This is an optimization exercise on Yosys and OpenROAD, whose aim is a short achievable clock period and few clock cycles, not a production implementation.
In this exercise RTL edits were held to simulation tests only and were not proved equivalent to the original.
No activity file was given, so power comes from the tool's default toggle rates.

## design/flow/design.v

```verilog
`timescale 1ns/1ps
package cpu_pkg;
    typedef enum logic [4:0] {
        st_if  = 5'b00001,
        st_id  = 5'b00010,
        st_exe = 5'b00100,
        st_mem = 5'b01000,
        st_wb  = 5'b10000
    } cpu_state_e;
    typedef enum logic [5:0] {
        op_special = 6'b000000,
        op_j       = 6'b000010,
        op_jal     = 6'b000011,
        op_beq     = 6'b000100,
        op_bne     = 6'b000101,
        op_addiu   = 6'b001001,
        op_slti    = 6'b001010,
        op_sltiu   = 6'b001011,
        op_andi    = 6'b001100,
        op_ori     = 6'b001101,
        op_xori    = 6'b001110,
        op_lui     = 6'b001111,
        op_lw      = 6'b100011,
        op_sw      = 6'b101011
    } opcode_e;
    typedef enum logic [5:0] {
        fn_jr   = 6'b001000,
        fn_addu = 6'b100001,
        fn_subu = 6'b100011,
        fn_and  = 6'b100100,
        fn_or   = 6'b100101,
        fn_xor  = 6'b100110,
        fn_nor  = 6'b100111,
        fn_slt  = 6'b101010,
        fn_sltu = 6'b101011
    } funct_e;
    typedef enum logic [2:0] {
        alu_and  = 3'b000,
        alu_or   = 3'b001,
        alu_add  = 3'b010,
        alu_sltu = 3'b011,
        alu_xor  = 3'b100,
        alu_nor  = 3'b101,
        alu_sub  = 3'b110,
        alu_slt  = 3'b111
    } alu_op_e;
    typedef enum logic [2:0] {
        cls_nop,
        cls_alu,
        cls_branch,
        cls_jump,
        cls_load,
        cls_store
    } instr_class_e;
    typedef struct packed {
        instr_class_e              cls;
        alu_op_e                   alu_op;
        logic                      use_imm;
        logic                      zero_ext;
        logic                      is_lui;
        logic                      is_bne;
        logic                      link;
        logic                      jreg;
        logic [5-1:0]   rd;
        logic [15:0]               imm;
        logic [25:0]               jidx;
    } decode_ctrl_t;
    typedef struct packed {
        logic [32-1:0] rs_val;
        logic [32-1:0] rt_val;
    } operands_t;
    typedef struct packed {
        logic [32-1:0]    value;       
        logic [32-1:0]    store_data;
        logic [5-1:0] rd;
        logic                    wen;
        logic                    load;
        logic                    store;
    } exec_result_t;
    typedef struct packed {
        logic [32-1:0] pc;
    } imem_port_t;
    typedef struct packed {
        logic [32-1:0] addr;
        logic [32-1:0] wdata;
        logic                 write;
        logic                 read;
    } dmem_req_t;
endpackage
`timescale 1ns/1ps
module reg_file (
    input  logic                    clk,
    input  logic [5-1:0] raddr1,
    input  logic [5-1:0] raddr2,
    input  logic [32-1:0]   rsel1,     
    input  logic [32-1:0]   rsel2,     
    output logic [32-1:0]    rdata1,
    output logic [32-1:0]    rdata2,
    input  logic                    wen,
    input  logic [5-1:0] waddr,
    input  logic [32-1:0]    wdata
);
    logic [32-1:0][32-1:0] regs;
    logic [32-1:0]                 r1, r2;
    assign regs[0] = '0;
    for (genvar i = 1; i < 32; i++) begin : g_reg
        always_ff @(posedge clk) begin
            if (wen && waddr == i) begin
                regs[i] <= wdata;
            end
        end
    end
    always_comb begin
        r1 = '0;
        r2 = '0;
        for (int i = 1; i < 32; i++) begin
            r1 = r1 | (regs[i] & {32{rsel1[i]}});
            r2 = r2 | (regs[i] & {32{rsel2[i]}});
        end
    end
    assign rdata1 = (wen && waddr == raddr1 && raddr1 != '0) ? wdata : r1;
    assign rdata2 = (wen && waddr == raddr2 && raddr2 != '0) ? wdata : r2;
endmodule
`timescale 1ns/1ps
module ks_add #(
    parameter int W = 32,
    parameter int L = 5     
) (
    input  logic [W-1:0] a,
    input  logic [W-1:0] b,
    input  logic         cin,
    output logic [W-1:0] sum,
    output logic         cout
);
    logic [W-1:0] g [0:L];
    logic [W-1:0] p [0:L];
    logic [W:0]   c;
    always_comb begin
        g[0] = a & b;
        p[0] = a ^ b;
        g[0][0] = (a[0] & b[0]) | ((a[0] ^ b[0]) & cin);
        for (int l = 0; l < L; l++) begin
            for (int i = 0; i < W; i++) begin
                if (i >= (1 << l)) begin
                    g[l+1][i] = g[l][i] | (p[l][i] & g[l][i - (1 << l)]);
                    p[l+1][i] = p[l][i] & p[l][i - (1 << l)];
                end else begin
                    g[l+1][i] = g[l][i];
                    p[l+1][i] = p[l][i];
                end
            end
        end
        c[0] = cin;
        for (int i = 0; i < W; i++) c[i+1] = g[L][i];
    end
    assign sum  = p[0] ^ c[W-1:0];
    assign cout = c[W];
endmodule
module alu (
    input  logic [32-1:0] a,
    input  logic [32-1:0] b,
    input  logic [7:0]           sel,    
    output logic [32-1:0] result
);
    logic [32-1:0] sum;
    logic [32-1:0] diff;
    logic                 sum_c;
    logic                 diff_c;
    logic                 lt_s;
    logic                 lt_u;
    ks_add #(.W(32)) u_add (.a(a), .b(b),  .cin(1'b0), .sum(sum),  .cout(sum_c));
    ks_add #(.W(32)) u_sub (.a(a), .b(~b), .cin(1'b1), .sum(diff), .cout(diff_c));
    assign lt_u = !diff_c;
    assign lt_s = (a[32-1] ^ b[32-1]) ? a[32-1] : diff[32-1];
    assign result = ({32{sel[0]}} & sum)
                  | ({32{sel[1]}} & diff)
                  | ({32{sel[2]}} & (a & b))
                  | ({32{sel[3]}} & (a | b))
                  | ({32{sel[4]}} & (a ^ b))
                  | ({32{sel[5]}} & ~(a | b))
                  | {{(32-1){1'b0}}, (sel[6] & lt_s) | (sel[7] & lt_u)};
endmodule
`timescale 1ns/1ps
`timescale 1ns/1ps
`timescale 1ns/1ps
module decoder (
    input  logic [32-1:0]    instr,
    output logic                    we,         
    output logic [5-1:0] wreg,
    output logic [7:0]              alu_sel,    
    output logic                    a_zero,     
    output logic                    b_reg,      
    output logic                    b_link,     
    output logic                    b_lui,      
    output logic                    b_zext,     
    output logic                    uses_rs,
    output logic                    uses_rt,
    output logic                    is_load,
    output logic                    is_store,
    output logic                    is_br,
    output logic                    is_bne,
    output logic                    is_jr
);
    logic [5:0] op;
    logic [5:0] fn;
    logic       special;
    logic       r_alu;
    assign op      = instr[31:26];
    assign fn      = instr[5:0];
    assign special = (op == 6'h00);
    always_comb begin
        r_alu   = 1'b1;
        alu_sel = 8'b0000_0001;
        case (fn)
            6'h21: alu_sel = 8'b0000_0001;
            6'h23: alu_sel = 8'b0000_0010;
            6'h24: alu_sel = 8'b0000_0100;
            6'h25: alu_sel = 8'b0000_1000;
            6'h26: alu_sel = 8'b0001_0000;
            6'h27: alu_sel = 8'b0010_0000;
            6'h2a: alu_sel = 8'b0100_0000;
            6'h2b: alu_sel = 8'b1000_0000;
            default: r_alu = 1'b0;
        endcase
        if (!special) begin
            case (op)
                6'h0a: alu_sel = 8'b0100_0000;
                6'h0b: alu_sel = 8'b1000_0000;
                6'h0c: alu_sel = 8'b0000_0100;
                6'h0d: alu_sel = 8'b0000_1000;
                6'h0e: alu_sel = 8'b0001_0000;
                default: alu_sel = 8'b0000_0001;    
            endcase
        end
    end
    assign is_jr    = special && (fn == 6'h08);
    assign is_br    = (op == 6'h04) || (op == 6'h05);
    assign is_bne   = (op == 6'h05);
    assign is_load  = (op == 6'h23);
    assign is_store = (op == 6'h2b);
    assign b_lui    = (op == 6'h0f);
    assign b_link   = (op == 6'h03);
    assign b_zext   = (op == 6'h0c) || (op == 6'h0d) || (op == 6'h0e);
    assign b_reg    = special || is_br;
    assign a_zero   = b_lui || b_link;
    assign uses_rs  = !(b_lui || b_link || (op == 6'h02));
    assign uses_rt  = special || is_br || is_store;
    always_comb begin
        we   = 1'b0;
        wreg = instr[20:16];
        if (special) begin
            we   = r_alu;
            wreg = instr[15:11];
        end else if ((op >= 6'h09 && op <= 6'h0f) || is_load) begin
            we = 1'b1;
        end else if (op == 6'h03) begin
            we   = 1'b1;
            wreg = 5'd31;
        end
        if (wreg == '0) we = 1'b0;
    end
endmodule
`timescale 1ns/1ps
`timescale 1ns/1ps
`timescale 1ns/1ps
module simple_cpu (
    input  logic                 clk,
    input  logic                 rst,
    output logic [32-1:0] imem_pc,
    input  logic [32-1:0] instruction,
    output logic [32-1:0] dmem_addr,
    output logic [32-1:0] dmem_wdata,
    output logic                 dmem_write,
    output logic                 dmem_read,
    input  logic [32-1:0] read_data
);
    logic [31:0] pc;
    logic [31:0] pc_n;       
    logic [31:0] ras;
    logic        d_valid;
    logic [31:0] d_instr;
    logic [31:0] d_rs_oh, d_rt_oh;    
    logic [31:0] d_pc4;
    logic        d_pred;
    logic [31:0] d_ptgt;
    logic        e_valid;
    logic [31:0] e_a, e_b, e_s;
    logic [31:0] e_fwv_a, e_fwv_b;    
    logic        e_fwd_s;
    logic [7:0]  e_sel;
    logic        e_we;
    logic [4:0]  e_rd;
    logic        e_load, e_store, e_br, e_bne, e_jr, e_pred;
    logic [31:0] e_ptgt;
    logic [31:0] e_pc4;
    logic [31:0] e_btgt;
    logic        m_we;
    logic [4:0]  m_rd;
    logic        m_load;
    logic        m_write, m_read;
    logic [31:0] m_result;
    logic [31:2] m_addr_n;   
    logic [31:0] m_sdata;
    logic        redirect;
    logic [31:0] redirect_pc;
    logic        stall;
    logic [31:0] pc4;
    logic [5:0]  f_op;
    logic        f_j, f_jal, f_br, f_jr, f_bpred, f_seq;
    logic [31:0] f_btgt;
    logic [31:0] f_next;
    logic [31:0] pc_nx;
    assign pc4     = pc + 32'd4;
    assign imem_pc = ~pc_n;
    assign f_op    = instruction[31:26];
    assign f_j     = (f_op[5:1] == 5'b00001);
    assign f_jal   = (f_op == 6'h03);
    assign f_br    = (f_op[5:1] == 5'b00010);
    assign f_jr    = (f_op == 6'h00) && (instruction[5:0] == 6'h08);
    assign f_bpred = f_br && (instruction[15] || (f_op[0] ^ (instruction[25:21] == instruction[20:16])));
    logic [15:0] f_bt_lo;
    logic        f_bt_c;
    logic [13:0] f_hi, f_hi_p1, f_hi_m1, f_bt_hi;
    ks_add #(.W(16), .L(4)) u_bt_add (
        .a    (pc[17:2]),
        .b    (instruction[15:0]),
        .cin  (1'b1),
        .sum  (f_bt_lo),
        .cout (f_bt_c)
    );
    assign f_hi    = pc[31:18];
    assign f_hi_p1 = f_hi + 14'd1;
    assign f_hi_m1 = f_hi - 14'd1;
    assign f_bt_hi = instruction[15] ? (f_bt_c ? f_hi : f_hi_m1) : (f_bt_c ? f_hi_p1 : f_hi);
    assign f_btgt  = {f_bt_hi, f_bt_lo, 2'b00};
    assign f_seq  = !(f_j || f_bpred || f_jr);
    assign f_next = ({32{f_j}}     & {pc4[31:28], instruction[25:0], 2'b00})
                  | ({32{f_bpred}} & f_btgt)
                  | ({32{f_jr}}    & ras)
                  | ({32{f_seq}}   & pc4);
    always_comb begin
        if (rst)           pc_nx = 32'h0000_0000;
        else if (redirect) pc_nx = redirect_pc;
        else if (stall)    pc_nx = pc;
        else               pc_nx = f_next;
    end
    always_ff @(posedge clk) begin
        pc   <= pc_nx;
        pc_n <= ~pc_nx;
        if (rst) begin
            ras <= '0;
        end else if (f_jal) begin
            ras <= pc4;
        end
    end
    always_ff @(posedge clk) begin
        if (rst || redirect) begin
            d_valid <= 1'b0;
        end else if (!stall) begin
            d_valid <= 1'b1;
        end
        if (!stall) begin
            d_instr <= instruction;
            d_rs_oh <= 32'd1 << instruction[25:21];
            d_rt_oh <= 32'd1 << instruction[20:16];
            d_pc4   <= pc4;
            d_pred  <= f_bpred || f_jr;
            d_ptgt  <= ras;
        end
    end
    logic [4:0]  d_rs, d_rt;
    logic        d_we;
    logic [4:0]  d_wreg;
    logic [7:0]  d_sel;
    logic        d_a_zero, d_b_reg, d_b_link, d_b_lui, d_b_zext;
    logic        d_uses_rs, d_uses_rt;
    logic        d_load, d_store, d_br, d_bne, d_jr;
    logic [31:0] d_rsv, d_rtv;
    logic [31:0] d_imm;
    logic        d_hit_rs, d_hit_rt;
    logic        wb_we;
    logic [31:0] wb_data;
    assign d_rs = d_instr[25:21];
    assign d_rt = d_instr[20:16];
    decoder u_dec (
        .instr    (d_instr),
        .we       (d_we),
        .wreg     (d_wreg),
        .alu_sel  (d_sel),
        .a_zero   (d_a_zero),
        .b_reg    (d_b_reg),
        .b_link   (d_b_link),
        .b_lui    (d_b_lui),
        .b_zext   (d_b_zext),
        .uses_rs  (d_uses_rs),
        .uses_rt  (d_uses_rt),
        .is_load  (d_load),
        .is_store (d_store),
        .is_br    (d_br),
        .is_bne   (d_bne),
        .is_jr    (d_jr)
    );
    reg_file u_rf (
        .clk    (clk),
        .raddr1 (d_rs),
        .raddr2 (d_rt),
        .rsel1  (d_rs_oh),
        .rsel2  (d_rt_oh),
        .rdata1 (d_rsv),
        .rdata2 (d_rtv),
        .wen    (wb_we),
        .waddr  (m_rd),
        .wdata  (wb_data)
    );
    assign d_imm = d_b_link ? d_pc4 :
                   d_b_lui  ? {d_instr[15:0], 16'h0000} :
                   d_b_zext ? {16'h0000, d_instr[15:0]} :
                              {{16{d_instr[15]}}, d_instr[15:0]};
    assign d_hit_rs = e_valid && e_we && (e_rd == d_rs);
    assign d_hit_rt = e_valid && e_we && (e_rd == d_rt);
    assign stall    = d_valid && e_valid && e_load &&
                      ((d_hit_rs && d_uses_rs) || (d_hit_rt && d_uses_rt));
    always_ff @(posedge clk) begin
        if (rst || redirect || stall) begin
            e_valid <= 1'b0;
        end else begin
            e_valid <= d_valid;
        end
        e_a     <= (d_a_zero || d_hit_rs) ? '0 : d_rsv;
        e_b     <= d_b_reg ? (d_hit_rt ? '0 : d_rtv) : d_imm;
        e_s     <= d_hit_rt ? '0 : d_rtv;
        e_fwd_s <= d_hit_rt;
        e_sel   <= d_sel;
        e_we    <= d_we;
        e_rd    <= d_wreg;
        e_load  <= d_load;
        e_store <= d_store;
        e_br    <= d_br;
        e_bne   <= d_bne;
        e_jr    <= d_jr;
        e_pred  <= d_pred;
        e_ptgt  <= d_ptgt;
        e_pc4   <= d_pc4;
        e_btgt  <= d_pc4 + {{14{d_instr[15]}}, d_instr[15:0], 2'b00};
    end
    logic [31:0] x_a, x_b, x_s;
    logic [31:0] x_res;
    logic        x_taken;
    assign x_a = e_a | e_fwv_a;
    assign x_b = e_b | e_fwv_b;
    assign x_s = e_s | (m_result & {32{e_fwd_s}});
    alu u_alu (
        .a      (x_a),
        .b      (x_b),
        .sel    (e_sel),
        .result (x_res)
    );
    assign x_taken     = (x_a == x_b) ^ e_bne;
    assign redirect    = e_valid && ((e_br && (x_taken != e_pred)) || (e_jr && (x_a != e_ptgt)));
    assign redirect_pc = e_jr ? x_a : (e_pred ? e_pc4 : e_btgt);
    always_ff @(posedge clk) begin
        if (rst) begin
            m_we    <= 1'b0;
            m_write <= 1'b0;
            m_read  <= 1'b0;
        end else begin
            m_we    <= e_valid && e_we;
            m_write <= e_valid && e_store;
            m_read  <= e_valid && e_load;
        end
        m_rd     <= e_rd;
        m_load   <= e_load;
        m_result <= x_res;
        m_addr_n <= ~x_res[31:2];
        m_sdata  <= x_s;
        e_fwv_a  <= x_res & {32{d_hit_rs && !d_a_zero}};
        e_fwv_b  <= x_res & {32{d_hit_rt && d_b_reg}};
    end
    assign dmem_addr  = {~m_addr_n, 2'b00};
    assign dmem_wdata = m_sdata;
    assign dmem_write = m_write;
    assign dmem_read  = m_read;
    assign wb_we   = m_we;
    assign wb_data = m_load ? read_data : m_result;
endmodule
`timescale 1ns/1ps
module cpu_top (
    input  logic                 clk,
    input  logic                 rst,
    output logic [32-1:0] imem_pc,
    input  logic [32-1:0] instruction,
    output logic [32-1:0] dmem_addr,
    output logic [32-1:0] dmem_wdata,
    output logic                 dmem_write,
    output logic                 dmem_read,
    input  logic [32-1:0] read_data
);
    simple_cpu u_cpu (
        .clk         (clk),
        .rst         (rst),
        .imem_pc     (imem_pc),
        .instruction (instruction),
        .dmem_addr   (dmem_addr),
        .dmem_wdata  (dmem_wdata),
        .dmem_write  (dmem_write),
        .dmem_read   (dmem_read),
        .read_data   (read_data)
    );
endmodule
```

## design/flow/flow/run.sh

```bash
#!/bin/bash
# Layout flow: the standard ORFS flow (standard.sh) with two changes.
# 1. Synthesis: ABC maps the logic with flow/abc_map.script (choices, then the
#    delay-oriented classic mapper) instead of ORFS's abc_speed.script, and the
#    adder step's full/half-adder extraction is skipped, so ABC sees adders as
#    plain logic. Registers are mapped before ABC by the standard script and
#    are unchanged.
# 2. Placement: the buffers that buffer_ports puts on every input and output
#    port are sky130_fd_sc_hd__buf_4 instead of the default delay buffer.
set -euo pipefail
W=$(pwd)
{
  echo "proc abc {args} { set i [lsearch -exact \$args -script]; if {\$i >= 0} { lset args [expr {\$i + 1}] $W/flow/abc_map.script }; yosys abc {*}\$args }"
  echo "proc extract_fa {args} { }"
  cat "$W/synth_recipe.tcl"
} > "$W/my_synth.tcl"
sed -e "s#$W/synth_recipe.tcl#$W/my_synth.tcl#g" \
    -e 's#"\${@:-finish}"#BUFFER_PORTS_ARGS="-buffer_cell sky130_fd_sc_hd__buf_4" "${@:-finish}"#' \
    "$W/standard.sh" > "$W/my_standard.sh"
grep -q "my_synth.tcl" "$W/my_standard.sh"
grep -q "BUFFER_PORTS_ARGS" "$W/my_standard.sh"
bash "$W/my_standard.sh" > "$W/flow_make.log" 2>&1
```

## design/flow/flow/abc_map.script

```
strash
dch -f
map {D}
topo
buffer -c
topo
upsize -c {D}
dnsize -c {D}
```

## design/flow/standard.sh

```bash
#!/bin/bash
# synth_recipe.tcl (not shown) runs the flow's synth.tcl, then flattens the netlist and writes it again
# the make line also repeats each setting of config.mk as NAME=value (left out here)
make -C /OpenROAD-flow-scripts/flow DESIGN_CONFIG=/design/flow/config.mk WORK_HOME=/design/flow/orfs CLKGATE_MAP_FILE= SYNTH_SCRIPT=/design/flow/synth_recipe.tcl "${@:-finish}"
```

## design/flow/config.mk

```make
export PLATFORM = sky130hd
export DESIGN_NAME = cpu_top
export DESIGN_NICKNAME = cpu_top
export VERILOG_FILES = /design/flow/design.v
export SDC_FILE = /design/flow/constraint.sdc
export NUM_CORES = 4
export LEC_CHECK = 0
export ABC_CLOCK_PERIOD_IN_PS = 2000
export CAP_MARGIN = 20
export CORE_MARGIN = 2
export CORE_UTILIZATION = 40
export SETUP_SLACK_MARGIN = 3.4
export SLEW_MARGIN = 20
export TNS_END_PERCENT = 100
```

## design/flow/constraint.sdc

```tcl
create_clock -name core_clock -period 6.2 [get_ports {clk}]
set_input_delay 1.2400 -clock core_clock [delete_from_list [all_inputs] [get_ports {clk}]]
set_output_delay 1.2400 -clock core_clock [all_outputs]
set_load 0.01 [all_outputs]
```

==> impl_metrics.json, run 1 <==
{
  "crit_fanout": 20,
  "drive_above_1_share": 0.172,
  "ir_drop_mv": 0.332,
  "areaGrowthSynthToFinish_pct": 18.2,
  "clk_pin_slew_worst_paths_ns": 0.07,
  "synth_warnings": 9,
  "grt_pass1_vias": 61800,
  "power_frac_comb": 0.161,
  "slew_viol_final": 0,
  "criticalPathCategory": "reg -> reg",
  "hold_path.class": "reg -> reg",
  "clockPowerShare": 0.373,
  "port_buffers": 161,
  "status": "complete, no violations",
  "min_to": "u_cpu.e_ptgt[7]$_DFF_P_",
  "crit_buf_inv": 3,
  "finalCriticalPeriod_ns": 3.05,
  "nets": 7493,
  "cts_root_buffer": "clkbuf_16",
  "syn_area_per_cell_sq_um": 10.4,
  "drtAntennaViolNets": 0,
  "seqPwrFrac": 0.466,
  "syn_inst": 7118,
  "htree_levels": 4,
  "p_leak_nw": 31.7,
  "drt_iter0_drc": 13600,
  "rsz0062_at_grt": "yes",
  "final.setup.tns_ns": 0,
  "row_count": 157,
  "final_cell_mix": "1,151 x edfxtp_1, 948 x nand2_1, 661 x a22oi_1",
  "yosysUniqueCellTypes": 88,
  "ys_ff_latch": 1627,
  "worstRegToRegCells": 8,
  "core_area_sq_mm": 0.183,
  "synthArstFlopShare": 0,
  "whs_path_depth": 0,
  "start_kind": "flop",
  "grt_first_pass_wirelength_mm": 504,
  "drt_wl_total_mm": 377,
  "synth_ff_type": "edfxtp_1",
  "finalCritPeriodShare": 0.492,
  "slowest_stage": "nor3_1",
  "intPower_mw": 19.5,
  "max_stage_delay_ns": 0.95,
  "io_pins": 164,
  "antenna_found_initial": 34,
  "path_depth": 8,
  "die_h_microns": 434,
  "remaining_drc_errors": 0,
  "hold_viol_final": 0,
  "grtUsageTotal": 0.388,
  "hp-start": "u_cpu.d_ptgt[7]$_DFFE_PN_",
  "fmax_mhz": 328,
  "dieArea_sq_mm": 0.188,
  "dpl.hpwl_mm": 249,
  "synth_top_area_share": 0.468,
  "routedWlPerCell_microns": 37.5,
  "fillers": 16700,
  "tightest_slew_ns": 1.23,
  "setup_violations": 0,
  "final_common_cell": "edfxtp_1",
  "gr-total-overflow": 0,
  "rr_endpoint": "u_cpu.e_a[18]$_SDFF_PP0_",
  "maxCapViolations": 0,
  "insertion_delay_ns": 0.87,
  "cp_top_family": "simple AND/OR/NAND/NOR gates",
  "cp-end-kind": "flop",
  "initial_utilization": 0.403,
  "num_vias": 68100,
  "cellPowerDensity_mw_per_mm2": 316,
  "ys_top_cells_by_area": "edfxtp_1 47%, dfxtp_1 13%, a22oi_1 6.8%, nand2_1 5.0%, nor2_1 3.0%",
  "drtPass1Iterations": 10,
  "slew_headroom": 0.169,
  "hold_buffers": 0,
  "cts_max_path_buffers": 3,
  "viasPerCell": 6.77,
  "globalplace.congestion": 1.04,
  "p_sw_mw": 8.08,
  "final_util": 0.477,
  "skew_ns": 0.0522,
  "critPathRequiredTime_ns": 6.84,
  "fin_hold_ws_ns": 0.340,
  "placed_cell_area_sq_mm": 0.0787,
  "cts_tree": "yes",
  "die_w_microns": 434,
  "r2r_slack_ns": 3.15,
  "p_sw_frac": 0.293,
  "fin_area_sq_mm": 0.0874,
  "yosysTopAreaCell": "edfxtp_1",
  "synth_edf_count": 1151,
  "netlist_area_sq_mm": 0.0739,
  "r2r_start": "u_cpu.d_instr[26]$_DFFE_PN_",
  "cp.arrival_ns": 3.69,
  "grt_max_degree": 83,
  "seq_area_frac_synth": 0.597,
  "crit_chain": "inv_1 -> nor2_4 -> buf_4 -> nand2_2 -> nand2_1 -> inv_4 -> nand2_8 -> nor3_1",
  "cts_inserted_buffers": 168,
  "cts_sinks": 1627
}
-- stage by stage --
stage | power (mW) | std cells | setup slack [ns]
floorplan | 15.0 | 7119 | 3.39
global placement | 17.0 | 9591 | 2.04
detailed placement | 17.0 | 9592 | 2.06
CTS | 27.1 | 9955 | 3.24
global route | 28.1 | 10000 | 3.25
finish | 27.6 | 10100 | 3.15
-- state kept, by name, summed over array words and instances (netlist names), 5 cells and up --
name / cells
u_cpu.d_pc4: 32
u_cpu.m_addr_n: 30
u_cpu.ras: 32
u_cpu.e_ptgt: 32
u_cpu.u_rf.regs: 992
u_cpu.d_ptgt: 32
u_cpu.e_b: 32
u_cpu.e_fwv_b: 32
u_cpu.e_rd: 5
u_cpu.d_rt_oh: 31
u_cpu.d_rs_oh: 31
u_cpu.pc: 32
u_cpu.e_s: 32
u_cpu.m_result: 32
u_cpu.e_sel: 8
u_cpu.e_pc4: 32
u_cpu.m_sdata: 32
u_cpu.e_btgt: 30
u_cpu.m_rd: 5
u_cpu.e_a: 32
u_cpu.pc_n: 32
u_cpu.d_instr: 32
u_cpu.e_fwv_a: 32
-- repair_timing --
item | in CTS | in global routing
gates resized for setup | 204 | 242
gates cloned | 7 | 5
setup buffers | 47 | 69
pin swaps | 14 | 48
setup endpoints to repair | 431 | 373
-- logic make-up after synthesis --
group	synth area share
buffers and inverters	0.0487
AOI/OAI and AO/OA	0.185
muxes	0.00447
DFF	0.597
and+or+nand+nor	0.153
xor gates and xnor gates	0.0125
other	0.0000508
-- worst max path at each step --
stage,start,end,slack (ns)
after floorplan,instruction[29],u_cpu.pc_n[7]$_DFF_P_,3.39
after global placement,instruction[13],u_cpu.pc[22]$_DFF_P_,2.04
after detailed placement,instruction[13],u_cpu.pc_n[22]$_DFF_P_,2.06
after CTS,u_cpu.e_fwv_a[23]$_DFF_P_,u_cpu.pc_n[20]$_DFF_P_,3.24
after global routing,u_cpu.d_instr[22]$_DFFE_PN_,u_cpu.e_a[18]$_SDFF_PP0_,3.25
final,u_cpu.d_instr[26]$_DFFE_PN_,u_cpu.e_a[18]$_SDFF_PP0_,3.15
-- routing by layer --
layer  track usage  part of all wire  routed length, microns  vias to the layer above
li1              -                 -                       -                    27300
met1         0.496              0.36                  135000                    33000
met2         0.528              0.40                  149000                     6324
met3         0.160              0.16                   59700                     1506
met4         0.269             0.088                   33100                       22
met5       0.00234           0.00051                     192                        -
-- cell type report --
| class | instances | area [sq um] | share of cell area |
|---|---|---|---|
| diodes | 29 | 72.6 | 0.000831 |
| clock buffers | 223 | 4650 | 0.0533 |
| clock inverters | 86 | 811 | 0.00928 |
| inverters | 520 | 2020 | 0.0231 |
| multi-input cells | 4605 | 28400 | 0.326 |
| flip-flops and latches | 1627 | 44100 | 0.505 |
| well taps | 2464 | 3080 | 0.0353 |
| repair buffers | 503 | 4130 | 0.0472 |
| repair inverters | 2 | 12.5 | 0.000143 |
-- power groups by stage --
stage | logic (mW) | clock network [mW] | registers [mW]
floorplan | 2.00 | 0 | 13.0
global placement | 3.91 | 0 | 13.1
detailed placement | 3.93 | 0 | 13.1
CTS | 4.06 | 10.3 | 12.8
global route | 4.58 | 10.7 | 12.9
finish | 4.45 | 10.3 | 12.8
-- synth_stat cells, drive strengths merged, types with 7 or more instances --
| cell | count |
|---|---|
| a21oi | 232 |
| nor4 | 70 |
| o2bb2ai | 14 |
| o211a | 8 |
| a21o | 7 |
| nand3 | 320 |
| o21ai | 447 |
| a211oi | 41 |
| nand2 | 1011 |
| a41oi | 22 |
| clkbuf | 254 |
| o21bai | 50 |
| a31oi | 81 |
| inv | 513 |
| and3 | 17 |
| a22o | 32 |
| xnor2 | 46 |
| a22oi | 669 |
| o22ai | 67 |
| dfxtp | 476 |
| o41ai | 7 |
| o221ai | 13 |
| nor3 | 131 |
| a2111oi | 52 |
| nor2 | 643 |
| clkinv | 7 |
| a221oi | 113 |
| o211ai | 47 |
| and2 | 12 |
| nand4 | 236 |
| xor2 | 57 |
| nand3b | 17 |
| or2 | 24 |
| buf | 122 |
| edfxtp | 1151 |
| o21a | 12 |
| mux2 | 24 |
| o2111ai | 30 |
Testbench counts, summed over its fixed seeds: cycles 143,943.
==> run 2: changes to the inputs <==
--- a/design/flow/design.v
+++ b/design/flow/design.v
@@ -291,5 +291,5 @@
     logic        e_we;
     logic [4:0]  e_rd;
-    logic        e_load, e_store, e_br, e_bne, e_jr, e_pred;
+    logic        e_load, e_store, e_br, e_bne, e_jr, e_jr_ra, e_pred;
     logic [31:0] e_ptgt;
     logic [31:0] e_pc4;
@@ -337,6 +337,45 @@
     assign f_next = ({32{f_j}}     & {pc4[31:28], instruction[25:0], 2'b00})
                   | ({32{f_bpred}} & f_btgt)
-                  | ({32{f_jr}}    & ras)
+                  | ({32{f_jr}}    & f_jpred)
                   | ({32{f_seq}}   & pc4);
+    localparam int JT_N = 1 << 1;
+    logic [JT_N-1:0]          jt_v;
+    logic [JT_N-1:0][11:2]    jt_tag;
+    logic [JT_N-1:0][31:2]    jt_tgt;
+    logic [1-1:0]     jt_ptr;
+    logic [31:2]              f_jtgt;
+    logic                     f_jhit;
+    logic [31:0]              f_jpred;
+    logic                     jw_en;
+    logic [11:2]              jw_tag;
+    logic [31:2]              jw_tgt;
+    always_comb begin
+        f_jhit = 1'b0;
+        f_jtgt = '0;
+        for (int i = 0; i < JT_N; i++) begin
+            if (jt_v[i] && jt_tag[i] == pc[11:2]) begin
+                f_jhit = 1'b1;
+                f_jtgt = f_jtgt | jt_tgt[i];
+            end
+        end
+        f_jpred = f_jhit ? {f_jtgt, 2'b00} : ras;
+    end
+    always_ff @(posedge clk) begin
+        if (rst) begin
+            jt_v   <= '0;
+            jt_ptr <= '0;
+        end else if (jw_en) begin
+            jt_v[jt_ptr] <= 1'b1;
+            jt_ptr       <= jt_ptr + 1'b1;
+        end
+    end
+    for (genvar i = 0; i < JT_N; i++) begin : g_jt
+        always_ff @(posedge clk) begin
+            if (jw_en && jt_ptr == i) begin
+                jt_tag[i] <= jw_tag;
+                jt_tgt[i] <= jw_tgt;
+            end
+        end
+    end
     always_comb begin
         if (rst)           pc_nx = 32'h0000_0000;
@@ -366,5 +405,5 @@
             d_pc4   <= pc4;
             d_pred  <= f_bpred || f_jr;
-            d_ptgt  <= ras;
+            d_ptgt  <= f_jpred;
         end
     end
@@ -419,6 +458,16 @@
     assign d_hit_rs = e_valid && e_we && (e_rd == d_rs);
     assign d_hit_rt = e_valid && e_we && (e_rd == d_rt);
-    assign stall    = d_valid && e_valid && e_load &&
-                      ((d_hit_rs && d_uses_rs) || (d_hit_rt && d_uses_rt));
+    logic f_uses_rs, f_uses_rt;
+    assign f_uses_rs = !((f_op == 6'h0f) || (f_op == 6'h03) || (f_op == 6'h02));
+    assign f_uses_rt = (f_op == 6'h00) || f_br || (f_op == 6'h2b);
+    always_ff @(posedge clk) begin
+        if (rst) begin
+            stall <= 1'b0;
+        end else begin
+            stall <= !stall && !redirect && d_valid && d_load && d_we &&
+                     (((d_wreg == instruction[25:21]) && f_uses_rs) ||
+                      ((d_wreg == instruction[20:16]) && f_uses_rt));
+        end
+    end
     always_ff @(posedge clk) begin
         if (rst || redirect || stall) begin
@@ -439,4 +488,5 @@
         e_bne   <= d_bne;
         e_jr    <= d_jr;
+        e_jr_ra <= (d_rs == 5'd31);
         e_pred  <= d_pred;
         e_ptgt  <= d_ptgt;
@@ -464,5 +514,7 @@
             m_write <= 1'b0;
             m_read  <= 1'b0;
+            jw_en   <= 1'b0;
         end else begin
+            jw_en   <= e_valid && e_jr && !e_jr_ra && (x_a != e_ptgt);
             m_we    <= e_valid && e_we;
             m_write <= e_valid && e_store;
@@ -470,4 +522,6 @@
         end
         m_rd     <= e_rd;
+        jw_tag   <= e_pc4[11:2] - 10'd1;
+        jw_tgt   <= x_a[31:2];
         m_load   <= e_load;
         m_result <= x_res;
==> run 2 against run 1 <==
Against the previous run: die area increased by 5.6%; routed wire length increased by 5.7%; register-to-register slack better by 0.12 ns; fmax grew 4.1%; via count up 5.1%; worst hold slack worse by 0.00073 ns; largest cell class unchanged; highest routed layer unchanged.
==> impl_metrics.json, run 2 <==
{
  "synth_edf_count": 1231,
  "finalCriticalPeriod_ns": 2.93,
  "remaining_drc_errors": 0,
  "whs_path_depth": 0,
  "slew_viol_final": 0,
  "grt_pass1_vias": 65900,
  "largest_reg_flops": 992,
  "routedWlPerCell_microns": 38.1,
  "ys_ff_latch": 1753,
  "dpl.hpwl_mm": 257,
  "drive_above_1_share": 0.172,
  "setup_violations": 0,
  "cts_max_path_buffers": 3,
  "maxCapViolations": 0,
  "top_regs": "u_cpu.u_rf.regs: 992 flops, u_cpu.jt_tgt: 60 flops",
  "yosysTopAreaCell": "edfxtp_1",
  "cellPowerDensity_mw_per_mm2": 320,
  "syn_area_per_cell_sq_um": 10.5,
  "drtAntennaViolNets": 0,
  "netlist_top_cells_count": "1,231 x edfxtp_1, 928 x nand2_1, 718 x a22oi_1",
  "min_to": "u_cpu.e_ptgt[18]$_DFF_P_",
  "seqPwrFrac": 0.465,
  "critPathRequiredTime_ns": 6.87,
  "seq_area_frac_synth": 0.607,
  "final.setup.tns_ns": 0,
  "criticalPathCategory": "reg -> reg",
  "clk_pin_slew_worst_paths_ns": 0.06,
  "gr-total-overflow": 0,
  "final_cell_mix": "1,231 x edfxtp_1, 889 x nand2_1, 710 x a22oi_1",
  "die_h_microns": 446,
  "htree_levels": 4,
  "synth_warnings": 9,
  "areaGrowthSynthToFinish_pct": 18.8,
  "skew_ns": 0.0906,
  "cts_inserted_buffers": 183,
  "drt_iter0_drc": 12900,
  "core_area_sq_mm": 0.194,
  "drtPass1Iterations": 10,
  "grtUsageTotal": 0.386,
  "fin_total_pwr_mw": 29.7,
  "row_count": 162,
  "netlist_area_sq_mm": 0.0781,
  "start_kind": "flop",
  "regArea_sq_mm": 0.0475,
  "io_pins": 164,
  "hold_viol_final": 0,
  "viasPerCell": 6.84,
  "r2r_slack_ns": 3.27,
  "hp-start": "u_cpu.d_ptgt[18]$_DFFE_PN_",
  "p_sw_mw": 8.84,
  "intPower_mw": 20.9,
  "clockPowerShare": 0.373,
  "initial_utilization": 0.402,
  "insertion_delay_ns": 0.92,
  "synth_top_area_share": 0.474,
  "dieArea_sq_mm": 0.199,
  "final_common_cell": "edfxtp_1",
  "yosysUniqueCellTypes": 83,
  "cts_root_buffer": "clkbuf_16",
  "fmax_mhz": 341,
  "antenna_found_initial": 29,
  "tightest_slew_ns": 1.18,
  "multi_input_comb_area_sq_mm": 0.0296,
  "power_frac_comb": 0.162,
  "cp.arrival_ns": 3.60,
  "rr_endpoint": "u_cpu.e_a[20]$_SDFF_PP0_",
  "status": "complete, no violations",
  "cts_tree": "yes",
  "slew_headroom": 0.213,
  "cp-end-kind": "flop",
  "r2r_start": "u_cpu.d_rs_oh[23]$_SDFFCE_PN0N_",
  "drt_wl_total_mm": 399,
  "grt_max_degree": 99,
  "p_sw_frac": 0.298,
  "worstRegToRegCells": 7,
  "ys_top_cells_by_area": "edfxtp_1 47%, dfxtp_1 13%, a22oi_1 6.9%, nand2_1 4.5%, nor2_1 3.1%",
  "nets": 7814,
  "finalCritPeriodShare": 0.472,
  "fillers": 17700,
  "rsz0062_at_grt": "yes",
  "globalplace.congestion": 1.05,
  "grt_first_pass_wirelength_mm": 530,
  "hold_path.class": "reg -> reg",
  "ir_drop_mv": 0.343,
  "num_vias": 71600,
  "syn_inst": 7437,
  "synth_most_common_cell": "edfxtp_1",
  "die_w_microns": 446,
  "regMostFlops": "u_cpu.u_rf.regs",
  "cts_sinks": 1753,
  "synthArstFlopShare": 0,
  "synth_ff_type": "edfxtp_1",
  "crit_fanout": 25,
  "port_buffers": 161,
  "p_leak_nw": 33.6
}
==> run 2: logic make-up (layout without fill, tap and decap cells) <==
| family | count (synthesis) | count (layout) | synth area share |
|---|---|---|---|
| compound gates | 2065 | 2067 | 0.181 |
| xor+xnor | 114 | 114 | 0.0128 |
| buf+inv | 931 | 1386 | 0.0466 |
| flops | 1753 | 1753 | 0.607 |
| mux | 21 | 21 | 0.00269 |
| other cells | 1 | 22 | 0.0000480 |
| simple gates | 2552 | 2554 | 0.149 |
==> run 2: stage by stage <==
stage	std cells	instance area, sq um	hold WS [ns]	setup slack [ns]	util
3_5_place_dp	9985	83200	0.327	2.30	0.428
4_1_cts	10400	90900	0.339	3.22	0.467
6_report	10500	92700	0.339	3.27	0.477
3_3_place_gp	9977	83100	0.326	2.32	0.427
2_1_floorplan	7438	78100	0.323	3.34	-
5_1_grt	10400	92700	0.338	3.26	0.477
==> run 2: layer usage <==
metal  track usage  part of all wire  up-vias
li1              -                 -    28500
met1         0.445              0.33    34600
met2         0.565              0.42     6523
met3         0.154              0.15     2007
met4         0.316              0.11       36
met5       0.00611            0.0015        -
==> run 2: cell type report <==
class / instances / share of cell area
diodes: 20 / 0.000540
repair buffers: 508 / 0.0463
inverters: 544 / 0.0230
multi-input cells: 4758 / 0.320
well taps: 2542 / 0.0343
clock buffers: 240 / 0.0534
flip-flops and latches: 1753 / 0.512
clock inverters: 94 / 0.0108
==> run 2: worst max path at each step <==
| stage | cells after the start | start | to | slack [ns] |
|---|---|---|---|---|
| global route | 12 | u_cpu.e_a[19]$_SDFF_PP0_ | u_cpu.m_addr_n[21]$_DFF_P_ | 3.26 |
| CTS | 11 | u_cpu.e_a[0]$_SDFF_PP0_ | u_cpu.m_addr_n[21]$_DFF_P_ | 3.22 |
| finish | 7 | u_cpu.d_rs_oh[23]$_SDFFCE_PN0N_ | u_cpu.e_a[20]$_SDFF_PP0_ | 3.27 |
| global placement | 11 | instruction[4] | u_cpu.pc_n[23]$_DFF_P_ | 2.32 |
| detailed placement | 11 | instruction[11] | u_cpu.pc[21]$_DFF_P_ | 2.30 |
| floorplan | 12 | instruction[15] | u_cpu.pc[26]$_DFF_P_ | 3.34 |
==> run 2: repair_timing <==
| item | 4_1_cts | 5_1_grt |
|---|---|---|
| pin swaps | 19 | 55 |
| endpoints found under the setup margin | 283 | 257 |
| gates resized for setup | 257 | 310 |
| hold buffers | 0 | 0 |
| setup buffers | 54 | 61 |
| cloned | 3 | 2 |
==> run 2: worst max-delay path, cell delays in order, from the launching register on <==
cell	delay (ns)
edfxtp_1	0.72
buf_6	0.52
clkinvlp_4	0.40
nor2_1	0.21
a221oi_1	0.07
nand4_1	0.21
a2111oi_4	0.07
nor3_4	0.47
==> run 2: power by group through the flow <==
stage / logic, mW / clock network, mW / registers [mW]
after floorplan: 2.02 / 0 / 14.0
after global placement: 4.09 / 0 / 14.0
after detailed placement: 4.10 / 0 / 14.1
after CTS: 4.29 / 11.1 / 13.8
after global routing: 4.89 / 11.5 / 13.8
final: 4.80 / 11.1 / 13.8
Testbench counts of run 2, summed over its fixed seeds: cycles 141,899.
==> run 3: changes to the inputs <==
--- a/design/flow/design.v
+++ b/design/flow/design.v
@@ -280,5 +280,5 @@
     logic        d_valid;
     logic [31:0] d_instr;
-    logic [31:0] d_rs_oh, d_rt_oh;    
+    logic [31:0] d_rsr, d_rtr;        
     logic [31:0] d_pc4;
     logic        d_pred;
@@ -291,5 +291,5 @@
     logic        e_we;
     logic [4:0]  e_rd;
-    logic        e_load, e_store, e_br, e_bne, e_jr, e_jr_ra, e_pred;
+    logic        e_load, e_store, e_br, e_bne, e_jr, e_jr_ra, e_pred, e_back;
     logic [31:0] e_ptgt;
     logic [31:0] e_pc4;
@@ -303,6 +303,6 @@
     logic [31:0] m_sdata;
     logic        redirect;
-    logic [31:0] redirect_pc;
     logic        stall;
+    logic [31:0] redirect_pc;
     logic [31:0] pc4;
     logic [5:0]  f_op;
@@ -318,5 +318,12 @@
     assign f_br    = (f_op[5:1] == 5'b00010);
     assign f_jr    = (f_op == 6'h00) && (instruction[5:0] == 6'h08);
-    assign f_bpred = f_br && (instruction[15] || (f_op[0] ^ (instruction[25:21] == instruction[20:16])));
+    logic        lp_v, lp_tv;
+    logic [31:2] lp_tag;
+    logic [7:0]  lp_trip, lp_ecnt, lp_fcnt, lp_ecnt_nx;
+    logic        f_lp_match, f_lp_exit;
+    assign f_lp_match = lp_v && lp_tv && (pc4[31:2] == lp_tag);
+    assign f_lp_exit  = f_lp_match && (lp_fcnt == lp_trip);
+    assign f_bpred = f_br && !f_lp_exit &&
+                     (instruction[15] || (f_op[0] ^ (instruction[25:21] == instruction[20:16])));
     logic [15:0] f_bt_lo;
     logic        f_bt_c;
@@ -341,5 +348,5 @@
     localparam int JT_N = 1 << 1;
     logic [JT_N-1:0]          jt_v;
-    logic [JT_N-1:0][11:2]    jt_tag;
+    logic [JT_N-1:0][31:2]    jt_tag;
     logic [JT_N-1:0][31:2]    jt_tgt;
     logic [1-1:0]     jt_ptr;
@@ -348,5 +355,5 @@
     logic [31:0]              f_jpred;
     logic                     jw_en;
-    logic [11:2]              jw_tag;
+    logic [31:2]              jw_tag;
     logic [31:2]              jw_tgt;
     always_comb begin
@@ -354,5 +361,5 @@
         f_jtgt = '0;
         for (int i = 0; i < JT_N; i++) begin
-            if (jt_v[i] && jt_tag[i] == pc[11:2]) begin
+            if (jt_v[i] && jt_tag[i] == pc[31:2]) begin
                 f_jhit = 1'b1;
                 f_jtgt = f_jtgt | jt_tgt[i];
@@ -394,4 +401,13 @@
     end
     always_ff @(posedge clk) begin
+        if (rst) begin
+            lp_fcnt <= '0;
+        end else if (redirect) begin
+            lp_fcnt <= lp_ecnt_nx;
+        end else if (!stall && f_lp_match) begin
+            lp_fcnt <= f_lp_exit ? '0 : lp_fcnt + 8'd1;
+        end
+    end
+    always_ff @(posedge clk) begin
         if (rst || redirect) begin
             d_valid <= 1'b0;
@@ -399,8 +415,11 @@
             d_valid <= 1'b1;
         end
-        if (!stall) begin
+        if (stall) begin
+            d_rsr   <= d_rsv;
+            d_rtr   <= d_rtv;
+        end else begin
             d_instr <= instruction;
-            d_rs_oh <= 32'd1 << instruction[25:21];
-            d_rt_oh <= 32'd1 << instruction[20:16];
+            d_rsr   <= f_rsv;
+            d_rtr   <= f_rtv;
             d_pc4   <= pc4;
             d_pred  <= f_bpred || f_jr;
@@ -408,4 +427,17 @@
         end
     end
+    logic [31:0] f_rsv, f_rtv;
+    reg_file u_rf (
+        .clk    (clk),
+        .raddr1 (instruction[25:21]),
+        .raddr2 (instruction[20:16]),
+        .rsel1  (32'd1 << instruction[25:21]),
+        .rsel2  (32'd1 << instruction[20:16]),
+        .rdata1 (f_rsv),
+        .rdata2 (f_rtv),
+        .wen    (wb_we),
+        .waddr  (m_rd),
+        .wdata  (wb_data)
+    );
     logic [4:0]  d_rs, d_rt;
     logic        d_we;
@@ -440,16 +472,6 @@
         .is_jr    (d_jr)
     );
-    reg_file u_rf (
-        .clk    (clk),
-        .raddr1 (d_rs),
-        .raddr2 (d_rt),
-        .rsel1  (d_rs_oh),
-        .rsel2  (d_rt_oh),
-        .rdata1 (d_rsv),
-        .rdata2 (d_rtv),
-        .wen    (wb_we),
-        .waddr  (m_rd),
-        .wdata  (wb_data)
-    );
+    assign d_rsv = (wb_we && m_rd == d_rs && d_rs != '0) ? wb_data : d_rsr;
+    assign d_rtv = (wb_we && m_rd == d_rt && d_rt != '0) ? wb_data : d_rtr;
     assign d_imm = d_b_link ? d_pc4 :
                    d_b_lui  ? {d_instr[15:0], 16'h0000} :
@@ -458,16 +480,6 @@
     assign d_hit_rs = e_valid && e_we && (e_rd == d_rs);
     assign d_hit_rt = e_valid && e_we && (e_rd == d_rt);
-    logic f_uses_rs, f_uses_rt;
-    assign f_uses_rs = !((f_op == 6'h0f) || (f_op == 6'h03) || (f_op == 6'h02));
-    assign f_uses_rt = (f_op == 6'h00) || f_br || (f_op == 6'h2b);
-    always_ff @(posedge clk) begin
-        if (rst) begin
-            stall <= 1'b0;
-        end else begin
-            stall <= !stall && !redirect && d_valid && d_load && d_we &&
-                     (((d_wreg == instruction[25:21]) && f_uses_rs) ||
-                      ((d_wreg == instruction[20:16]) && f_uses_rt));
-        end
-    end
+    assign stall    = d_valid && e_valid && e_load &&
+                      ((d_hit_rs && d_uses_rs) || (d_hit_rt && d_uses_rt));
     always_ff @(posedge clk) begin
         if (rst || redirect || stall) begin
@@ -489,4 +501,5 @@
         e_jr    <= d_jr;
         e_jr_ra <= (d_rs == 5'd31);
+        e_back  <= d_instr[15];
         e_pred  <= d_pred;
         e_ptgt  <= d_ptgt;
@@ -509,4 +522,35 @@
     assign redirect    = e_valid && ((e_br && (x_taken != e_pred)) || (e_jr && (x_a != e_ptgt)));
     assign redirect_pc = e_jr ? x_a : (e_pred ? e_pc4 : e_btgt);
+    logic e_lp_br, e_lp_match;
+    assign e_lp_br    = e_valid && e_br && e_back;
+    assign e_lp_match = lp_v && (e_pc4[31:2] == lp_tag);
+    always_comb begin
+        lp_ecnt_nx = lp_ecnt;
+        if (e_lp_br) begin
+            if (e_lp_match) lp_ecnt_nx = x_taken ? lp_ecnt + 8'd1 : '0;
+            else if (!x_taken && e_pred) lp_ecnt_nx = '0;
+        end
+    end
+    always_ff @(posedge clk) begin
+        if (rst) begin
+            lp_v    <= 1'b0;
+            lp_tv   <= 1'b0;
+            lp_ecnt <= '0;
+        end else begin
+            lp_ecnt <= lp_ecnt_nx;
+            if (e_lp_br) begin
+                if (e_lp_match) begin
+                    if (!x_taken) begin
+                        lp_trip <= lp_ecnt;
+                        lp_tv   <= 1'b1;
+                    end
+                end else if (!x_taken && e_pred) begin
+                    lp_v   <= 1'b1;
+                    lp_tv  <= 1'b0;
+                    lp_tag <= e_pc4[31:2];
+                end
+            end
+        end
+    end
     always_ff @(posedge clk) begin
         if (rst) begin
@@ -522,5 +566,5 @@
         end
         m_rd     <= e_rd;
-        jw_tag   <= e_pc4[11:2] - 10'd1;
+        jw_tag   <= e_pc4[31:2] - 30'd1;
         jw_tgt   <= x_a[31:2];
         m_load   <= e_load;
--- a/design/flow/config.mk
+++ b/design/flow/config.mk
@@ -10,5 +10,5 @@
 export CORE_MARGIN = 2
 export CORE_UTILIZATION = 40
-export SETUP_SLACK_MARGIN = 3.4
+export SETUP_SLACK_MARGIN = 3.5
 export SLEW_MARGIN = 20
 export TNS_END_PERCENT = 100
==> run 3 against run 2 <==
Against the previous run: core utilization increased by 6.4 points; worst setup slack got worse by 0.32 ns; via count rose by 15%; clock power rose by 12%; still clean on timing, DRC and antenna; worst hold slack got worse by 0.021 ns; critical path type unchanged; clock-buffer cell count increased by 25; clock skew decreased by 0.015 ns; critical path depth is 8 higher; sequential cell count grew 118; combinational power rose by 28%; synthesized area grew 8.1%; sequential share of layout area down 6.9 points.
==> impl_metrics.json, run 3 <==
{
  "status": "complete, no violations",
  "top_regs": "u_cpu.u_rf.regs: 992 flops, u_cpu.jt_tag: 60 flops, u_cpu.jt_tgt: 60 flops",
  "cts_sinks": 1871,
  "yosysTopAreaCell": "edfxtp_1",
  "final_common_cell": "edfxtp_1",
  "seqPwrFrac": 0.444,
  "synth_top_family_by_area": "compound AO/OA/AOI/OAI gates",
  "intPower_mw": 23.1,
  "slew_viol_final": 0,
  "routedWlPerCell_microns": 37.3,
  "grtUsageTotal": 0.411,
  "min_to": "u_cpu.e_ptgt[1]$_DFF_P_",
  "drt_wl_total_mm": 467,
  "synth_warnings": 9,
  "synthArstFlopShare": 0,
  "netlist_top_cells_count": "1,310 x nand2_1, 1,247 x edfxtp_1, 855 x inv_1",
  "areaGrowthSynthToFinish_pct": 34.5,
  "cts_inserted_buffers": 200,
  "grt_pass1_vias": 76300,
  "synth_top_area_share": 0.444,
  "p_leak_nw": 43.1,
  "hold_buffers": 0,
  "yosysUniqueCellTypes": 77,
  "whs_path_depth": 0,
  "setup_violations": 0,
  "muxShareOfSynthArea": 0,
  "io_pins": 164,
  "rsz0062_at_grt": "yes",
  "clk_pin_slew_worst_paths_ns": 0.06,
  "synth_compound_area_frac": 0.179,
  "r2r_slack_ns": 2.95,
  "p_sw_frac": 0.304,
  "hold_viol_final": 0,
  "syn_area_per_cell_sq_um": 9.90,
  "gr-total-overflow": 0,
  "p_sw_mw": 10.1,
  "syn_inst": 8519,
  "die_h_microns": 463,
  "remaining_drc_errors": 0,
  "post_synth_fa_ha_maj_area_fraction": 0,
  "rr_endpoint": "u_cpu.pc[15]$_DFF_P_",
  "die_w_microns": 463,
  "synth_edf_count": 1247,
  "largest_reg_flops": 992,
  "critPathRequiredTime_ns": 6.98,
  "core_area_sq_mm": 0.210,
  "antenna_found_initial": 47,
  "drtAntennaViolNets": 0,
  "fillers": 18400,
  "ys_top_cells_by_area": "edfxtp_1 44%, dfxtp_1 15%, nand2_1 5.8%, a22oi_1 4.4%, inv_1 3.8%",
  "grt_first_pass_wirelength_mm": 615,
  "maxCapViolations": 0,
  "finalCriticalPeriod_ns": 3.25,
  "hold_path.class": "reg -> reg",
  "power_frac_comb": 0.184,
  "port_buffers": 161,
  "drt_iter0_drc": 13900,
  "netlist_area_sq_mm": 0.0844,
  "ys_ff_latch": 1871,
  "grt_max_degree": 66,
  "nets": 9576,
  "slew_headroom": 0.275,
  "cts_tree": "yes",
  "viasPerCell": 6.59,
  "cellPowerDensity_mw_per_mm2": 293,
  "criticalPathCategory": "reg -> reg",
  "clockPowerShare": 0.372,
  "final_cell_mix": "1,247 x edfxtp_1, 1,166 x nand2_1, 872 x buf_4",
  "dieArea_sq_mm": 0.215,
  "num_vias": 82400,
  "hp-start": "u_cpu.d_ptgt[1]$_DFFE_PN_",
  "fmax_mhz": 308,
  "drtPass1Iterations": 9,
  "final.setup.tns_ns": 0,
  "insertion_delay_ns": 0.92,
  "row_count": 168,
  "seq_area_frac_synth": 0.592,
  "r2r_start": "u_cpu.pc[28]$_DFF_P_",
  "cp-end-kind": "flop",
  "synth_xor_area_frac": 0.0154,
  "ir_drop_mv": 0.322,
  "dpl.hpwl_mm": 300,
  "htree_levels": 4,
  "globalplace.congestion": 1.01,
  "cp.arrival_ns": 4.03,
  "synth_most_common_cell": "nand2_1",
  "crit_fanout": 9,
  "tightest_slew_ns": 1.09,
  "start_kind": "flop",
  "finalCritPeriodShare": 0.524,
  "skew_ns": 0.0758,
  "synth_ff_type": "edfxtp_1",
  "yosys.area_share.simple": 0.154,
  "cts_max_path_buffers": 3,
  "cts_root_buffer": "clkbuf_16",
  "drive_above_1_share": 0.302,
  "regMostFlops": "u_cpu.u_rf.regs",
  "worstRegToRegCells": 15,
  "initial_utilization": 0.403,
  "fin_total_pwr_mw": 33.3
}
==> run 3: critical path, stage by stage (launching register included) <==
cell        delay, ns
dfxtp_2          0.53
clkinvlp_4       0.21
nand2_1          0.09
nand4_1          0.15
nor2_1           0.23
nand4_1          0.17
buf_12           0.19
buf_4            0.19
o211ai_1         0.34
o211ai_1         0.27
nand2_1          0.19
nand2_1          0.14
a41oi_4          0.22
nand2_1          0.07
o21ai_0          0.07
a21oi_1          0.08
==> run 3: logic make-up (layout without fill, tap and decap cells) <==
family,count (synthesis),after routing
other,1,22
AND/OR/NAND/NOR,2966,2968
AO/OA/AOI/OAI,2248,2249
XOR/XNOR,139,139
flip-flops,1871,1871
buffers and inverters,1294,2459
==> run 3: through the flow <==
| stage | instances | util | hold slack (ns) | setup slack [ns] | cell area [sq um] |
|---|---|---|---|---|---|
| floorplan | 8520 | - | 0.323 | 3.18 | 86800 |
| global placement | 11300 | 0.435 | 0.329 | 0.209 | 91100 |
| detailed placement | 11300 | 0.435 | 0.328 | 0.595 | 91100 |
| CTS | 12200 | 0.515 | 0.333 | 3.11 | 108000 |
| global route | 12500 | 0.541 | 0.323 | 2.90 | 113000 |
| finish | 12500 | 0.541 | 0.319 | 2.95 | 113000 |
==> run 3: routing by layer <==
layer | track usage | wire (microns) | vias up
met2 | 0.610 | 196000 | 7055
met4 | 0.332 | 48400 | 22
met1 | 0.495 | 161000 | 40100
met3 | 0.123 | 61800 | 2067
met5 | 0 | 298 | -
li1 | - | - | 33200
==> run 3: area by class of cell <==
type / instances / area, sq um / area share
clock buffer: 265 / 5550 / 0.0489
timing repair inverter: 12 / 144 / 0.00127
sequential: 1871 / 50200 / 0.443
inverter: 881 / 4080 / 0.0359
timing repair buffer: 1186 / 11900 / 0.105
multi-input combinational: 5358 / 36800 / 0.324
tap: 2805 / 3510 / 0.0309
clock inverter: 115 / 1170 / 0.0103
antenna: 20 / 50.0 / 0.000441
==> run 3: worst max path at each step <==
stage / cells past startpoint / slack [ns] / start / end
floorplan: 14 / 3.18 / instruction[15] / u_cpu.pc_n[29]$_DFF_P_
global placement: 13 / 0.21 / instruction[25] / u_cpu.d_rsr[23]$_DFF_P_
detailed placement: 10 / 0.60 / instruction[19] / u_cpu.d_rtr[23]$_DFF_P_
CTS: 16 / 3.11 / u_cpu.pc[9]$_DFF_P_ / u_cpu.pc[30]$_DFF_P_
global route: 15 / 2.90 / u_cpu.pc[9]$_DFF_P_ / u_cpu.pc[16]$_DFF_P_
finish: 15 / 2.95 / u_cpu.pc[28]$_DFF_P_ / u_cpu.pc[15]$_DFF_P_
==> run 3: power by group through the flow <==
stage          logic (mW)  clock network [mW]  registers [mW]
2_1_floorplan        2.28                   0            14.9
3_3_place_gp         4.50                   0            15.0
3_5_place_dp         4.51                   0            15.0
4_1_cts              5.31                12.4            14.7
5_1_grt              6.27                12.8            14.8
6_report             6.12                12.4            14.8
==> run 3: what timing repair did <==
| item | 4_1_cts | 5_1_grt |
|---|---|---|
| resized for setup | 1281 | 754 |
| setup endpoints to repair | 650 | 423 |
| pin swaps | 301 | 387 |
| buffers inserted | 501 | 248 |
| cloned | 38 | 15 |
Testbench counts of run 3, summed over its fixed seeds: cycles 140,957.
==> run 4: changes to the inputs <==
--- a/design/flow/design.v
+++ b/design/flow/design.v
@@ -319,8 +319,8 @@
     assign f_jr    = (f_op == 6'h00) && (instruction[5:0] == 6'h08);
     logic        lp_v, lp_tv;
-    logic [31:2] lp_tag;
+    logic [31:2] lp_tag, lp_tag4;
     logic [7:0]  lp_trip, lp_ecnt, lp_fcnt, lp_ecnt_nx;
     logic        f_lp_match, f_lp_exit;
-    assign f_lp_match = lp_v && lp_tv && (pc4[31:2] == lp_tag);
+    assign f_lp_match = lp_v && lp_tv && (pc[31:2] == lp_tag);
     assign f_lp_exit  = f_lp_match && (lp_fcnt == lp_trip);
     assign f_bpred = f_br && !f_lp_exit &&
@@ -480,6 +480,16 @@
     assign d_hit_rs = e_valid && e_we && (e_rd == d_rs);
     assign d_hit_rt = e_valid && e_we && (e_rd == d_rt);
-    assign stall    = d_valid && e_valid && e_load &&
-                      ((d_hit_rs && d_uses_rs) || (d_hit_rt && d_uses_rt));
+    logic f_uses_rs, f_uses_rt;
+    assign f_uses_rs = !((f_op == 6'h0f) || (f_op == 6'h03) || (f_op == 6'h02));
+    assign f_uses_rt = (f_op == 6'h00) || f_br || (f_op == 6'h2b);
+    always_ff @(posedge clk) begin
+        if (rst) begin
+            stall <= 1'b0;
+        end else begin
+            stall <= !stall && !redirect && d_valid && d_load && d_we &&
+                     (((d_wreg == instruction[25:21]) && f_uses_rs) ||
+                      ((d_wreg == instruction[20:16]) && f_uses_rt));
+        end
+    end
     always_ff @(posedge clk) begin
         if (rst || redirect || stall) begin
@@ -524,5 +534,5 @@
     logic e_lp_br, e_lp_match;
     assign e_lp_br    = e_valid && e_br && e_back;
-    assign e_lp_match = lp_v && (e_pc4[31:2] == lp_tag);
+    assign e_lp_match = lp_v && (e_pc4[31:2] == lp_tag4);
     always_comb begin
         lp_ecnt_nx = lp_ecnt;
@@ -548,5 +558,6 @@
                     lp_v   <= 1'b1;
                     lp_tv  <= 1'b0;
-                    lp_tag <= e_pc4[31:2];
+                    lp_tag  <= e_pc4[31:2] - 30'd1;
+                    lp_tag4 <= e_pc4[31:2];
                 end
             end
==> run 4 against run 3 <==
Against the previous run: still clean; sequential power about the same; synthesized cell count increased by 4.3%; core utilization decreased by 2.2 points; clock power about the same; final cell count increased by 1.9%; sequential cell count increased by 31.
==> impl_metrics.json, run 4 <==
{
  "finalCriticalPeriod_ns": 3.17,
  "drt_iter0_drc": 13000,
  "critPathRequiredTime_ns": 6.96,
  "fmax_mhz": 316,
  "initial_utilization": 0.401,
  "row_count": 172,
  "final_cell_mix": "1,277 x edfxtp_1, 1,273 x nand2_1, 758 x inv_1",
  "slew_headroom": 0.153,
  "htree_levels": 4,
  "cellPowerDensity_mw_per_mm2": 296,
  "globalplace.congestion": 1.02,
  "skew_ns": 0.0700,
  "ir_drop_mv": 0.314,
  "nets": 9747,
  "fin_ws_ns": 3.03,
  "hold_viol_final": 0,
  "gr-total-overflow": 0,
  "die_h_microns": 473,
  "netlist_top_cells_count": "1,358 x nand2_1, 1,277 x edfxtp_1, 811 x inv_1",
  "synth_warnings": 9,
  "grtUsageTotal": 0.383,
  "status": "complete, no violations",
  "synthArstFlopShare": 0,
  "yosysUniqueCellTypes": 91,
  "synth_most_common_cell": "nand2_1",
  "maxCapViolations": 0,
  "dieArea_sq_mm": 0.224,
  "crit_fanout": 28,
  "syn_area_per_cell_sq_um": 9.90,
  "setup_violations": 0,
  "drtPass1Iterations": 9,
  "multi_input_comb_area_sq_mm": 0.0381,
  "pre_cts_ws_ns": 1.38,
  "cp.arrival_ns": 3.93,
  "grt_pass1_vias": 74900,
  "synth_ff_type": "edfxtp_1",
  "cts_sinks": 1902,
  "finalCritPeriodShare": 0.511,
  "grt_first_pass_wirelength_mm": 600,
  "seq_area_frac_synth": 0.578,
  "drive_above_1_share": 0.263,
  "port_buffers": 161,
  "p_leak_nw": 42.7,
  "cts_max_path_buffers": 3,
  "drtAntennaViolNets": 0,
  "criticalPathCategory": "in -> reg",
  "core_area_sq_mm": 0.219,
  "fin_total_pwr_mw": 33.6,
  "final_common_cell": "edfxtp_1",
  "insertion_delay_ns": 0.91,
  "num_vias": 82700,
  "dpl.hpwl_mm": 308,
  "ys_top_cells_by_area": "edfxtp_1 44%, dfxtp_1 14%, nand2_1 5.8%, a22oi_1 3.7%, inv_1 3.5%",
  "regMostFlops": "u_cpu.u_rf.regs",
  "cts_tree": "yes",
  "netlist_area_sq_mm": 0.0879,
  "yosysTopAreaCell": "edfxtp_1",
  "antenna_found_initial": 33,
  "drt_wl_total_mm": 458,
  "clk_pin_slew_worst_paths_ns": 0.06,
  "hold_path.class": "reg -> reg",
  "hp-start": "u_cpu.d_ptgt[24]$_DFFE_PN_",
  "fillers": 19400,
  "synth_edf_count": 1277,
  "hold_buffers": 0,
  "cts_root_buffer": "clkbuf_16",
  "regArea_sq_mm": 0.0510,
  "synth_top_area_share": 0.436,
  "grt_max_degree": 79,
  "ys_ff_latch": 1902,
  "slew_viol_final": 0,
  "final_util": 0.519,
  "viasPerCell": 6.48,
  "remaining_drc_errors": 0,
  "r2r_start": "u_cpu.pc[5]$_DFF_P_",
  "die_w_microns": 473,
  "io_pins": 164,
  "rsz0062_at_grt": "yes",
  "cts_inserted_buffers": 203,
  "cp-startpoint": "instruction[22]",
  "syn_inst": 8884,
  "areaGrowthSynthToFinish_pct": 29.3,
  "top_regs": "u_cpu.u_rf.regs: 992 flops, u_cpu.jt_tag: 60 flops, u_cpu.jt_tgt: 60 flops",
  "routedWlPerCell_microns": 35.9,
  "start_kind": "input port",
  "tightest_slew_ns": 1.26,
  "largest_reg_flops": 992,
  "cp-end-kind": "flop"
}
-- run 4: per-stage QoR --
step | cells | cell area (sq um) | setup TNS, ns | hold WS [ns]
floorplan | 8885 | 89800 | 0 | 0.323
global route | 12700 | 114000 | 0 | 0.346
detailed placement | 11700 | 94200 | 0 | 0.327
finish | 12800 | 114000 | 0 | 0.340
global placement | 11700 | 94100 | -0.328 | 0.325
CTS | 12400 | 107000 | 0 | 0.341
-- run 4: worst max-delay path, stage by stage --
cell       delay [ns]
buf_16           0.13
inv_12           0.08
buf_12           0.10
nor3_4           0.07
nand3_4          0.14
inv_12           0.11
a22oi_2          0.19
nand4_1          0.41
a2111oi_4        0.39
buf_6            0.20
nand4_1          0.39
o22ai_2          0.31
o21ai_1          0.09
-- run 4: final timing paths --
check	slack, ns	endpoint	depth (start not counted)
setup / recovery	3.03	u_cpu.d_rsr[27]$_DFF_P_	13
hold / removal	0.34	u_cpu.e_ptgt[24]$_DFF_P_	0
setup reg to reg	3.19	u_cpu.pc_n[10]$_DFF_P_	10
hold reg to reg	0.34	u_cpu.e_ptgt[24]$_DFF_P_	0
-- run 4: kinds of logic (layout without fill, tap and decap cells) --
logic type | after synthesis | count (layout) | share of synthesized area
xor+xnor | 166 | 166 | 0.0169
flops | 1902 | 1902 | 0.578
simple gates | 3249 | 3256 | 0.168
other cells | 1 | 30 | 0.0000426
compound gates | 2268 | 2271 | 0.177
mux | 2 | 2 | 0.000228
buf+inv | 1296 | 2259 | 0.0600
-- run 4: area by class of cell --
cell class | instances | share of cell area
sequential | 1902 | 0.449
multi-input combinational | 5697 | 0.335
timing repair buffer | 994 | 0.0880
inverter | 871 | 0.0341
timing repair inverter | 12 | 0.000902
clock buffer | 254 | 0.0486
clock inverter | 128 | 0.0122
tap | 2871 | 0.0316
antenna | 28 | 0.000616
-- run 4: power by group --
part | internal (mW) | total (mW) | switching (mW)
clock | 7.06 | 12.6 | 5.58
sequential | 14.6 | 15.0 | 0.349
combinational | 1.71 | 5.99 | 4.28
-- run 4: per-layer routing --
layer / share of wire / vias up / routed length [microns] / global-route usage
met4: 0.091 / 22 / 41700 / 0.260
met5: 0.00052 / - / 240 / 0.00324
met3: 0.12 / 1703 / 53900 / 0.0982
li1: - / 34300 / - / -
met1: 0.36 / 40200 / 163000 / 0.473
met2: 0.43 / 6498 / 199000 / 0.591
-- run 4: timing repair --
action / CTS / global route
setup endpoints to repair: 540 / 421
pin swaps: 149 / 357
setup buffers: 231 / 347
cloned: 25 / 32
gates resized for setup: 722 / 769
Testbench counts of run 4, summed over its fixed seeds: cycles 140,957.

[static timing again, ports no longer ideal]
How much do the figures lean on ideal ports? The routed layouts below were timed once more, with nothing changed but the port constraints.
Step 1, drivers: a clkbuf_16 drives clk and a buf_2 each remaining input, both assumed.
Step 2, shift: input delay + t, output delay - t, t = (earliest + latest rising clock arrival at the registers) / 2. This alone moves slack from input paths to output paths.
a / b / c = no drivers / after step 1 / after step 2; a / b = the first two.
run | t, ns | setup WS [ns] | cell pins on the clock port's net
run 1 | 0.932 | 3.151 / 3.151 / 2.551 | 1
run 2 | 0.965 | 3.271 / 3.271 / 2.639 | 1
run 3 | 0.975 | 2.954 / 2.908 / 1.933 | 1
run 4 | 0.972 | 3.033 / 2.761 / 1.789 | 1
After both steps every run listed still meets setup and hold. The setup slack of run 4, which loses most, moves by -0.272 ns with the drivers and by -1.244 ns with both steps.
